Background: an optimization exercise with open tools, aiming at a short achievable clock period and few clock cycles. Do not read the settings as production practice. At most, simulation tests tie the RTL to the original design; equivalence was not proved. Power and IR drop assume default switching activity.

==> inputs of run a <==
Design cpu_top, start of the top module:
module cpu_top
(
  input  logic                   clk,
  input  logic                   reset,
  input  logic [16-1:0] instr_word,
  output logic [10-1:0]   iaddr,
  input  logic                   wb_ack_i,
  input  logic [16-1:0] wb_dat_i,
  output logic                   wb_cyc_o,
  output logic                   wb_stb_o,
  output logic                   wb_we_o,
  output logic [16-1:0]  wb_adr_o,
  output logic [16-1:0] wb_dat_o,
  output logic                   halted
);
make LEC_CHECK=0 ABC_CLOCK_PERIOD_IN_PS=2000 CAP_MARGIN=20 CORE_MARGIN=2 CORE_UTILIZATION=40 SETUP_SLACK_MARGIN=5 SLEW_MARGIN=20 TNS_END_PERCENT=100 finish   # period 7.0 ns
run.sh (not shown) runs the stock make flow with config.mk's settings and CLKGATE_MAP_FILE= SYNTH_SCRIPT=/design/flow/synth_recipe.tcl, a recipe that flattens the netlist after the stock synthesis.
==> inputs of run b, as changes to run a <==
--- a/flow/design.v
+++ b/flow/design.v
@@ -94,12 +94,16 @@
   input  logic                   we,
   input  logic [4-1:0]  wa,
   input  logic [16-1:0] wdata,
   input  logic [(1 << 4)-1:1]   sel1,
   input  logic [(1 << 4)-1:1]   sel2,
+  input  logic [(1 << 4)-1:1]   sel3,
+  input  logic [(1 << 4)-1:1]   sel4,
   output logic [16-1:0] rd1,
-  output logic [16-1:0] rd2
+  output logic [16-1:0] rd2,
+  output logic [16-1:0] rd3,
+  output logic [16-1:0] rd4
 );
   localparam int NREGS = 1 << 4;
   logic [16-1:0] regs [1:NREGS-1];
   always_ff @(posedge clk or posedge reset)
   begin
@@ -117,14 +121,18 @@
   end
   always_comb
   begin
     rd1 = '0;
     rd2 = '0;
+    rd3 = '0;
+    rd4 = '0;
     for (int i = 1; i < NREGS; i++)
     begin
       rd1 = rd1 | (regs[i] & {16{sel1[i]}});
       rd2 = rd2 | (regs[i] & {16{sel2[i]}});
+      rd3 = rd3 | (regs[i] & {16{sel3[i]}});
+      rd4 = rd4 | (regs[i] & {16{sel4[i]}});
     end
   end
 endmodule
 module cpu_alu
 (
@@ -178,34 +186,10 @@
       lg = ld;
   end
   assign y     = op[0] ? ((p ^ {W{inv}}) ^ c) : lg;
   assign y_inv = op[0] ? ((p ^ {W{inv ^ d_inv}}) ^ c) : (lg ^ {W{d_inv}});
 endmodule
-module cpu_flag_terms
-(
-  input  logic [4:0]             op,
-  input  logic [16-1:0] a,
-  input  logic [16-1:0] b,
-  output logic [16-1:0] zt
-);
-  localparam int W = 16;
-  logic [W-1:0] p;
-  logic [W-1:0] g;
-  logic [W-1:0] o;
-  assign p = a ^ b;
-  assign g = a & b;
-  assign o = a | b;
-  always_comb
-  begin
-    for (int i = 0; i < W; i++)
-      zt[i] = (op[0] && (p[i] == ((i == 0) ? 1'b0 : o[i-1]))) ||
-              (op[1] && p[i]) ||
-              (op[2] && !g[i]) ||
-              (op[3] && !o[i]) ||
-              (op[4] && !p[i]);
-  end
-endmodule
 module cpu_io_master
 (
   input  logic                   clk,
   input  logic                   reset,
   input  logic                   start,
@@ -254,11 +238,17 @@
   input  logic                    reset,
   input  logic [16-1:0] instr_word,
   input  logic [10-1:0]    pc_inc,
   input  logic                    stall,
   input  logic                    w_zero,
-  input  logic                    d_pz,
+  input  logic                    d_zero,
+  input  logic                    d_exact,
+  input  logic                    w_we,
+  input  logic [4-1:0]   w_rd,
+  output logic [(1 << 4)-1:1]    f_sa,
+  output logic [(1 << 4)-1:1]    f_sb,
+  output logic                    f_exact,
   output logic                    f_take,
   output logic                    redirect,
   output logic [10-1:0]    redirect_pc,
   output logic [16-1:0] ir_o,
   output logic                    d_ldi,
@@ -301,10 +291,11 @@
   logic d_halt;
   logic d_jz;
   logic d_jnz;
   logic d_cond;
   logic d_sf;
+  logic d_eq;
   logic d_we;
   logic d_known;
   logic d_take;
   logic red_d;
   logic e_take;
@@ -325,10 +316,11 @@
   assign d_halt = (ir.opcode == cpu_isa_pkg::HALT);
   assign d_jz   = (ir.opcode == cpu_isa_pkg::JZ);
   assign d_jnz  = (ir.opcode == cpu_isa_pkg::JNZ);
   assign d_cond = v_d && (d_jz || d_jnz);
   assign d_sf   = v_d && d_alu;
+  assign d_eq   = d_sub || (ir.opcode == cpu_isa_pkg::XOR);
   assign d_we   = v_d && (d_alu || d_ldi || d_ld) && (ir.rd != '0);
   assign d_op = {ir.opcode == cpu_isa_pkg::XOR, ir.opcode == cpu_isa_pkg::OR,
                  ir.opcode == cpu_isa_pkg::AND, d_sub, ir.opcode == cpu_isa_pkg::ADD};
   assign e_take = e_jz ? w_zero : !w_zero;
   assign red_e  = e_br && (e_take != e_pred);
@@ -342,24 +334,32 @@
   assign f_jmp   = (f_ins.opcode == cpu_isa_pkg::JMP);
   assign f_jz    = (f_ins.opcode == cpu_isa_pkg::JZ);
   assign f_jnz   = (f_ins.opcode == cpu_isa_pkg::JNZ);
   assign f_ldi   = (f_ins.opcode == cpu_isa_pkg::LDI);
   logic f_zero;
-  assign f_zero  = d_sf ? d_pz : (!e_sf && flag_w);
+  assign f_zero  = d_sf ? (d_exact && d_eq && d_zero) : (d_known && flag_w);
+  always_comb
+  begin
+    for (int i = 1; i < (1 << 4); i++)
+    begin
+      f_sa[i] = (f_ins.ra == i);
+      f_sb[i] = (f_ins.rb == i);
+    end
+  end
+  assign f_exact = !((d_we && (ir.rd == f_ins.ra || ir.rd == f_ins.rb)) ||
+                     (e_we && (e_rd == f_ins.ra || e_rd == f_ins.rb)) ||
+                     (w_we && (w_rd == f_ins.ra || w_rd == f_ins.rb)));
   assign f_take  = f_jmp || (f_jz && f_zero) || (f_jnz && !f_zero);
   assign bus_start = d_go && (d_ld || d_st);
   assign bus_load  = v_d && (d_ld || d_st);
   assign bus_we    = d_st;
   always_ff @(posedge clk)
   begin
     if (!stall)
     begin
-      for (int i = 1; i < (1 << 4); i++)
-      begin
-        d_sa[i] <= (f_ins.ra == i);
-        d_sb[i] <= (f_ins.rb == i);
-      end
+      d_sa   <= f_sa;
+      d_sb   <= f_sb;
       d_fe_a <= d_we && (ir.rd == f_ins.ra) && !f_ldi;
       d_fe_b <= d_we && (ir.rd == f_ins.rb) && !f_ldi;
       d_fw_a <= e_we && (e_rd == f_ins.ra);
       d_fw_b <= e_we && (e_rd == f_ins.rb);
     end
@@ -449,12 +449,17 @@
   logic                   e_inv;
   logic                   e_we;
   logic [4-1:0]  e_rd;
   logic                   w_zero;
   logic [4:0]             d_op;
-  logic                   d_pz;
-  logic [16-1:0] zt_d;
+  logic [(1 << 4)-1:1]   f_sa;
+  logic [(1 << 4)-1:1]   f_sb;
+  logic                   f_exact;
+  logic [16-1:0] rf_fa;
+  logic [16-1:0] rf_fb;
+  logic [16-1:0] eq_q;
+  logic                   zx_dq;
   logic [16-1:0] e_y;
   logic [16-1:0] e_y_inv;
   logic                   w_we;
   logic [4-1:0]  w_rd;
   logic [16-1:0] w_y;
@@ -490,11 +495,17 @@
     .reset       (reset),
     .instr_word  (instr_word),
     .pc_inc      (pc_inc),
     .stall       (stall),
     .w_zero      (w_zero),
-    .d_pz        (d_pz),
+    .d_zero      (&eq_q),
+    .d_exact     (zx_dq),
+    .w_we        (w_we),
+    .w_rd        (w_rd),
+    .f_sa        (f_sa),
+    .f_sb        (f_sb),
+    .f_exact     (f_exact),
     .f_take      (f_take),
     .redirect    (redirect),
     .redirect_pc (redirect_pc),
     .ir_o        (ir),
     .d_ldi       (d_ldi),
@@ -534,12 +545,16 @@
     .we    (w_we),
     .wa    (w_rd),
     .wdata (w_y),
     .sel1  (d_sa),
     .sel2  (d_sb),
+    .sel3  (f_sa),
+    .sel4  (f_sb),
     .rd1   (rf_a),
-    .rd2   (rf_b)
+    .rd2   (rf_b),
+    .rd3   (rf_fa),
+    .rd4   (rf_fb)
   );
   always_comb
   begin
     ea = (w_we && d_fw_a) ? w_y : rf_a;
     eb = (w_we && d_fw_b) ? w_y : rf_b;
@@ -549,17 +564,18 @@
       eb = {{(16-8){ir.ra[3]}}, ir.ra, ir.rb};
     end
   end
   assign fe_a = d_fe_a;
   assign fe_b = d_fe_b;
-  cpu_flag_terms u_flag_terms (
-    .op (d_op),
-    .a  (ea ^ {16{d_sub}}),
-    .b  (eb),
-    .zt (zt_d)
-  );
-  assign d_pz = &zt_d;
+  always_ff @(posedge clk)
+  begin
+    if (!stall)
+    begin
+      eq_q  <= ~(rf_fa ^ rf_fb);
+      zx_dq <= f_exact;
+    end
+  end
   assign a_n = fe_a ? e_y_inv : (ea ^ {16{d_sub}});
   assign b_n = fe_b ? e_y : eb;
   always_ff @(posedge clk)
   begin
     a_q  <= a_n;
==> inputs of run c, as changes to run a <==
--- a/flow/design.v
+++ b/flow/design.v
@@ -178,34 +178,10 @@
       lg = ld;
   end
   assign y     = op[0] ? ((p ^ {W{inv}}) ^ c) : lg;
   assign y_inv = op[0] ? ((p ^ {W{inv ^ d_inv}}) ^ c) : (lg ^ {W{d_inv}});
 endmodule
-module cpu_flag_terms
-(
-  input  logic [4:0]             op,
-  input  logic [16-1:0] a,
-  input  logic [16-1:0] b,
-  output logic [16-1:0] zt
-);
-  localparam int W = 16;
-  logic [W-1:0] p;
-  logic [W-1:0] g;
-  logic [W-1:0] o;
-  assign p = a ^ b;
-  assign g = a & b;
-  assign o = a | b;
-  always_comb
-  begin
-    for (int i = 0; i < W; i++)
-      zt[i] = (op[0] && (p[i] == ((i == 0) ? 1'b0 : o[i-1]))) ||
-              (op[1] && p[i]) ||
-              (op[2] && !g[i]) ||
-              (op[3] && !o[i]) ||
-              (op[4] && !p[i]);
-  end
-endmodule
 module cpu_io_master
 (
   input  logic                   clk,
   input  logic                   reset,
   input  logic                   start,
@@ -254,18 +230,20 @@
   input  logic                    reset,
   input  logic [16-1:0] instr_word,
   input  logic [10-1:0]    pc_inc,
   input  logic                    stall,
   input  logic                    w_zero,
-  input  logic                    d_pz,
+  input  logic                    e_zero,
+  input  logic                    e_exact,
   output logic                    f_take,
   output logic                    redirect,
   output logic [10-1:0]    redirect_pc,
   output logic [16-1:0] ir_o,
   output logic                    d_ldi,
   output logic                    d_sub,
   output logic [4:0]              d_op,
+  output logic                    d_eqz,
   output logic [(1 << 4)-1:1]    d_sa,
   output logic [(1 << 4)-1:1]    d_sb,
   output logic                    d_fe_a,
   output logic                    d_fe_b,
   output logic                    d_fw_a,
@@ -293,10 +271,11 @@
   logic [10-1:0] e_tgt;
   logic [10-1:0] e_pcp1;
   logic                 w_sf;
   logic                 flag_q;
   logic                 flag_w;
+  logic                 flag_e;
   logic d_alu;
   logic d_ld;
   logic d_st;
   logic d_halt;
   logic d_jz;
@@ -326,27 +305,29 @@
   assign d_jz   = (ir.opcode == cpu_isa_pkg::JZ);
   assign d_jnz  = (ir.opcode == cpu_isa_pkg::JNZ);
   assign d_cond = v_d && (d_jz || d_jnz);
   assign d_sf   = v_d && d_alu;
   assign d_we   = v_d && (d_alu || d_ldi || d_ld) && (ir.rd != '0);
+  assign d_eqz = d_sub || (ir.opcode == cpu_isa_pkg::XOR);
   assign d_op = {ir.opcode == cpu_isa_pkg::XOR, ir.opcode == cpu_isa_pkg::OR,
                  ir.opcode == cpu_isa_pkg::AND, d_sub, ir.opcode == cpu_isa_pkg::ADD};
   assign e_take = e_jz ? w_zero : !w_zero;
   assign red_e  = e_br && (e_take != e_pred);
-  assign d_known = !e_sf;
-  assign d_take  = d_jz ? flag_w : !flag_w;
+  assign flag_e = e_sf ? e_zero : flag_w;
+  assign d_known = !e_sf || e_exact;
+  assign d_take  = d_jz ? flag_e : !flag_e;
   assign red_d   = d_cond && d_known && (d_take != pred_d);
   assign d_go    = v_d && !red_e;
   assign redirect    = red_e || red_d;
   assign redirect_pc = red_e ? (e_take ? e_tgt : e_pcp1) :
                        (d_take ? ir[10-1:0] : pcp1_d);
   assign f_jmp   = (f_ins.opcode == cpu_isa_pkg::JMP);
   assign f_jz    = (f_ins.opcode == cpu_isa_pkg::JZ);
   assign f_jnz   = (f_ins.opcode == cpu_isa_pkg::JNZ);
   assign f_ldi   = (f_ins.opcode == cpu_isa_pkg::LDI);
   logic f_zero;
-  assign f_zero  = d_sf ? d_pz : (!e_sf && flag_w);
+  assign f_zero  = !d_sf && d_known && flag_e;
   assign f_take  = f_jmp || (f_jz && f_zero) || (f_jnz && !f_zero);
   assign bus_start = d_go && (d_ld || d_st);
   assign bus_load  = v_d && (d_ld || d_st);
   assign bus_we    = d_st;
   always_ff @(posedge clk)
@@ -449,12 +430,15 @@
   logic                   e_inv;
   logic                   e_we;
   logic [4-1:0]  e_rd;
   logic                   w_zero;
   logic [4:0]             d_op;
-  logic                   d_pz;
   logic [16-1:0] zt_d;
+  logic [16-1:0] zt_q;
+  logic                   zx_q;
+  logic                   e_zero;
+  logic                   d_eqz;
   logic [16-1:0] e_y;
   logic [16-1:0] e_y_inv;
   logic                   w_we;
   logic [4-1:0]  w_rd;
   logic [16-1:0] w_y;
@@ -490,18 +474,20 @@
     .reset       (reset),
     .instr_word  (instr_word),
     .pc_inc      (pc_inc),
     .stall       (stall),
     .w_zero      (w_zero),
-    .d_pz        (d_pz),
+    .e_zero      (e_zero),
+    .e_exact     (zx_q),
     .f_take      (f_take),
     .redirect    (redirect),
     .redirect_pc (redirect_pc),
     .ir_o        (ir),
     .d_ldi       (d_ldi),
     .d_sub       (d_sub),
     .d_op        (d_op),
+    .d_eqz       (d_eqz),
     .bus_start   (bus_start),
     .bus_load    (bus_load),
     .bus_we      (bus_we),
     .d_sa        (d_sa),
     .d_sb        (d_sb),
@@ -525,10 +511,11 @@
   always_ff @(posedge clk)
   begin
     w_rd <= e_rd;
     w_y  <= e_y;
   end
+  assign e_zero = &zt_q;
   assign w_zero = (w_y == '0);
   cpu_regfile u_regfile (
     .clk   (clk),
     .reset (reset),
     .we    (w_we),
@@ -549,23 +536,19 @@
       eb = {{(16-8){ir.ra[3]}}, ir.ra, ir.rb};
     end
   end
   assign fe_a = d_fe_a;
   assign fe_b = d_fe_b;
-  cpu_flag_terms u_flag_terms (
-    .op (d_op),
-    .a  (ea ^ {16{d_sub}}),
-    .b  (eb),
-    .zt (zt_d)
-  );
-  assign d_pz = &zt_d;
+  assign zt_d = ~(ea ^ eb);
   assign a_n = fe_a ? e_y_inv : (ea ^ {16{d_sub}});
   assign b_n = fe_b ? e_y : eb;
   always_ff @(posedge clk)
   begin
     a_q  <= a_n;
     b_q  <= b_n;
+    zt_q <= zt_d;
+    zx_q <= !(fe_a || fe_b) && d_eqz;
   end
   cpu_alu u_alu (
     .op    (e_op),
     .inv   (e_inv),
     .d_inv (d_sub),
==> summary of the runs <==
The lowest design area belongs to run c, the highest to run b.
Against run b, the sequential power of run a is lower by 8.4%.
Global-route usage, highest first: run b, run a, run c.
Clock skew, highest first: run c, run a, run b.
Testbench counts of run c, summed over its fixed seeds: cycles 41,896.
No functional check of the RTL was part of run a and run b.

## what the ideal ports hide
In the flow no input, the clock included, has a driving cell. The finished layouts below were timed again as built, in two steps. Step 1: set_driving_cell puts a clkbuf_16 on clk and a buf_2 on each other input, an assumption about the parent block. Step 2 times the ports against the registers' clock, not the clock port: input delays grow and output delays shrink by t, the midpoint of the rising clock arrivals with the driver on. Three values: ideal, step 1, step 2; two values: the first two.
| run | shift t [ns] | setup slack, ns | worst setup path at the end | worst slew at a driven data input, ns |
|---|---|---|---|---|
| run a | 0.663 | 2.779 / 2.779 / 2.779 | register to register | 0.04 |
| run b | 0.669 | 4.212 / 4.212 / 3.719 | input to register | 0.08 |
| run c | 0.665 | 4.400 / 4.343 / 3.920 | input to register | 0.06 |
After both steps every run listed still meets setup and hold. For run b, which loses most, drivers alone change the setup slack by 0.000 ns; drivers and shift together by -0.493 ns.
